Source: an optimization exercise on an open RTL-to-GDS flow (aim: small area, a short achievable clock period and few clock cycles). Production flows keep margins and buffers that such runs may drop. RTL that was checked went through simulation tests only; none was proved equivalent to the original. No activity file was given, so power comes from the tool's default toggle rates.

## replay_block_deframer_core
module replay_block_deframer_core
(
    input  logic        i_clk,
    input  logic        i_rst_n,
    input  logic        i_valid,
    output logic        o_stall,
    input  logic [7:0]  i_data_byte,
    output logic        o_valid,
    input  logic        i_stall,
    output logic        o_result_kind,
    output logic [3:0]  o_marker_bits,
    output logic [31:0] o_timestamp_bits,
    output logic [31:0] o_content_length,
    output logic [7:0]  o_block_type,
    output logic [31:0] o_block_param,
    output logic [7:0]  o_content_byte,
    output logic        o_last_of_block
);
Size in the first run: roughly 260 flip-flops, roughly 130 I/O pins, ~0.018 sq mm of cells after synthesis.
Settings: LEC_CHECK=0, CAP_MARGIN=20, CORE_MARGIN=2, CORE_UTILIZATION=60, CTS_CLUSTER_DIAMETER=100, CTS_CLUSTER_SIZE=22, SETUP_SLACK_MARGIN=5, SLEW_MARGIN=20; clock period 8.5 ns.
standard.sh (not shown) runs the stock make flow with config.mk's settings and CLKGATE_MAP_FILE= SYNTH_SCRIPT=/design/flow/synth_recipe.tcl, a recipe that flattens the netlist after the stock synthesis.
==> flow/flow/run.sh <==
#!/bin/bash
# The standard layout, with the port buffers made from the smallest plain
# buffer cell instead of the resizer's default choice.
set -euo pipefail
export BUFFER_PORTS_ARGS="-buffer_cell sky130_fd_sc_hd__buf_1"
bash standard.sh finish > standard.log 2>&1
Testbench counts at the start, summed over its fixed seeds: cycles 12,648.
Rerun with:
- CORE_UTILIZATION: 60 -> 70
The new run ran to the end with no violations. Routed wire length rose slightly. Combinational power climbs slightly. Final area is higher slightly.
Rerun with:
- CORE_UTILIZATION: 70 -> 60
- PLACE_DENSITY: default -> 0.7
The new run finished clean.
Worst hold slack gains 29 ps.
Design area fell by 0.40%.
Maximum frequency rose by about 6%.
Wire length rose by about 0.43%.
Register-to-register slack gains 200 ps.
Global-route usage fell by 4.3 points.
Synthesized cell count stays the same.
Power fell by 2.9%.
Core utilization fell by 12 points.
Rerun with:
- CORE_UTILIZATION: 60 -> 40
- PLACE_DENSITY: 0.7 -> default
Global-route usage went down by 10 points.
Power went up by 5.7%.
Cell area went up by about 1.3%.
Non-clock buffer count went down by 10.
Fmax went down by about 1.2%.
Worst hold slack gets worse by 17 ps.
Sequential power is about the same.
Final cell count went up by 8.5%.
Combinational power went down by about 1%.
Worst setup slack gets worse by 44 ps.
Via count went down by 1.5%.


== job 5421 ==
replay_block_deframer_core, a different RTL version from the one above (not shown whole).
Size: ~1800 cells after synthesis, about 130 I/O pins, ~17000 sq um of cells after synthesis.
export LEC_CHECK = 0
export CAP_MARGIN = 20
export CORE_MARGIN = 2
export CORE_UTILIZATION = 40
export CTS_BUF_LIST = sky130_fd_sc_hd__clkbuf_8
export SETUP_SLACK_MARGIN = 5
export SLEW_MARGIN = 20
create_clock -name core_clock -period 8.5 [get_ports {i_clk}]
run.sh (not shown) runs the stock make flow with config.mk's settings and CLKGATE_MAP_FILE= SYNTH_SCRIPT=/design/flow/synth_recipe.tcl, a recipe that flattens the netlist after the stock synthesis.
Stock flow here: none of the scripts above is used.
The flow did not stop early for job 5421: all stages ran, and the layout cleared the timing, design-rule and antenna checks.
Relative to job 5421, the following input files were edited for job 5362:
Settings: CTS_CLUSTER_DIAMETER newly set to 100; CTS_CLUSTER_SIZE newly set to 22; CTS_BUF_LIST removed (was sky130_fd_sc_hd__clkbuf_8).
### Flow results
Via count: lower on job 5362
Compared with job 5421, in job 5362 fmax down 0.96%, fraction of area in multi-input gates shows an increase of 1.3 points, post-route fraction of the period consumed by the critical path rose by 0.44 points, die outline height stayed essentially flat, count of pins over their slew limit ~0 delta.
Edits applied to the flow inputs when going from job 5362 to job 8967:
Settings: a deleted CTS_CLUSTER_DIAMETER that had been 100; a deleted CTS_CLUSTER_SIZE that had been 22.
Notes after the runs:
Relative to job 5362, the proportion of power drawn by the clock network of job 8967 is higher by 8.4 points. Comparing count of non-filler cells in the finished layout for job 5362 and job 8967, the bigger number came from job 8967. For the number of design-rule violations left by the first detailed-router iteration, job 8967 came in 5.7% lower than job 5362 did. Tightest hold margin: job 8967 vs job 5362 — no meaningful difference.
Function was not checked in any run of this note: the RTL went through the layout flow alone.


== build 96 ==
replay_block_deframer_core, a different RTL version from the one above (not shown whole).
For scale: about 1700 cells after synthesis, roughly 130 I/O pins, about 18000 um2 of cells after synthesis.
make LEC_CHECK=0 ABC_CLOCK_PERIOD_IN_PS=3000 CAP_MARGIN=20 CORE_MARGIN=2 CORE_UTILIZATION=40 SETUP_SLACK_MARGIN=5 SLEW_MARGIN=20 finish   # period 8.5 ns
Testbench counts of build 96, summed over its fixed seeds: cycles 13,091.
--- input diff build 96..build 41 ---
diff --git a/flow/config.mk b/flow/config.mk
--- a/flow/config.mk
+++ b/flow/config.mk
@@ -8 +7,0 @@
-export ABC_CLOCK_PERIOD_IN_PS = 3000
@@ -11 +10 @@
-export CORE_UTILIZATION = 40
+export CORE_UTILIZATION = 65
Results
For the average wire per standard cell, build 41 came in 8.9% higher than build 96 did. The routed wire length of build 41 was superior to that of build 96. Of build 41 and build 96, build 96 shows the lower placer congestion estimate, with build 41 above it. For sum of routed wire segments on met1, dividing the value from build 96 by the value from build 41 gives 1.2.
Relative to build 41, the following input files were edited for build 21:
diff --git a/flow/config.mk b/flow/config.mk
--- a/flow/config.mk
+++ b/flow/config.mk
@@ -10 +10 @@
-export CORE_UTILIZATION = 65
+export CORE_UTILIZATION = 40
## What came out
Placed standard-cell area grows slightly when moving from build 41 to build 21. Build 21 ended with less first-iteration DRC count than build 41. Compared to build 41, build 21 has CTS buffer count 5 higher. Diff build 41 -> build 21: first-pass GRT wire length went up by 2.8%, number of cells on the worst reg-to-reg path was more or less identical, wire length the detailed router placed on met1 went up by 21%, instance count after placement with tap cells included went up by 251, number of I/O pins was more or less identical. Build 21 — routed wire length about 2.8% higher, build 41 as reference.


## run A
replay_block_deframer_core, a different RTL version from the one above (not shown whole).
For scale: roughly 1800 cells after synthesis, roughly 130 I/O pins, about 0.021 mm^2 of cells after synthesis.
==> flow/config.mk <==
export PLATFORM = sky130hd
export DESIGN_NAME = replay_block_deframer_core
export DESIGN_NICKNAME = replay_block_deframer_core
export VERILOG_FILES = /design/flow/design.v
export SDC_FILE = /design/flow/constraint.sdc
export NUM_CORES = 4
export LEC_CHECK = 0
export CAP_MARGIN = 20
export CORE_MARGIN = 2
export CORE_UTILIZATION = 40
export SETUP_SLACK_MARGIN = 5
export SLEW_MARGIN = 20
==> flow/constraint.sdc <==
create_clock -name core_clock -period 8.5 [get_ports {i_clk}]
set_input_delay 1.7000 -clock core_clock [delete_from_list [all_inputs] [get_ports {i_clk}]]
set_output_delay 1.7000 -clock core_clock [all_outputs]
set_load 0.01 [all_outputs]
### run A -> run B
- SETUP_SLACK_MARGIN: 5 -> unset
## What came out
- Cmp run B and run A / routed wire length per instance / lower: run B
- On worst slack on hold paths, run B and run A are neck and neck.
- Reported for run B and run A, die area turned out identical to the last digit.
- Going from run A to run B, switching power went down, global-route usage over all layers lost 0.76 points, global routing usage on met2 fell by 1.7 points, number of non-clock buffers went down 29%.
No functional check of the RTL was part of any run of this note.

[re-timing with driven ports]
The flow's constraints put no driver on any port. The routed layouts listed below were extracted and timed again, unchanged, in two steps. Step 1: set_driving_cell puts a clkbuf_16 on i_clk and a buf_2 on each other input, an assumption about the parent block. Step 2 also shifts input and output timing later by t, the mid clock arrival at the registers, as if the neighbouring blocks saw the same clock. Three values: no drivers, after step 1, after step 2; two values: the first two.
| run | t, ns | setup slack, ns | latest minus earliest clock arrival (ns) | worst data-port slew with drivers (ns) |
|---|---|---|---|---|
| the first run of note 1 | 0.558 | 4.920 / 4.920 / 4.496 | 0.039 / 0.040 | 0.04 |
| the second run of note 1 | 0.548 | 4.752 / 4.752 / 4.361 | 0.026 / 0.026 | 0.05 |
| the third run of note 1 | 0.540 | 4.954 / 4.954 / 4.446 | 0.033 / 0.033 | 0.06 |
| the fourth run of note 1 | 0.560 | 4.910 / 4.910 / 4.593 | 0.023 / 0.022 | 0.06 |
| job 5421 | 0.681 | 4.685 / 4.685 / 4.395 | 0.051 / 0.052 | 0.06 |
| job 5362 | 0.577 | 4.648 / 4.648 / 4.520 | 0.048 / 0.048 | 0.06 |
| job 8967 | 0.639 | 4.665 / 4.665 / 4.401 | 0.022 / 0.023 | 0.06 |
| build 96 | 0.587 | 4.731 / 4.731 / 4.216 | 0.019 / 0.018 | 0.03 |
| build 41 | 0.605 | 4.733 / 4.733 / 4.371 | 0.034 / 0.033 | 0.04 |
| build 21 | 0.587 | 4.731 / 4.731 / 4.216 | 0.019 / 0.018 | 0.03 |
| run A | 0.612 | 4.971 / 4.914 / 4.477 | 0.020 / 0.020 | 0.05 |
| run B | 0.609 | 3.870 / 3.870 / 3.870 | 0.021 / 0.021 | 0.06 |
After both steps setup and hold are still met in every run listed.
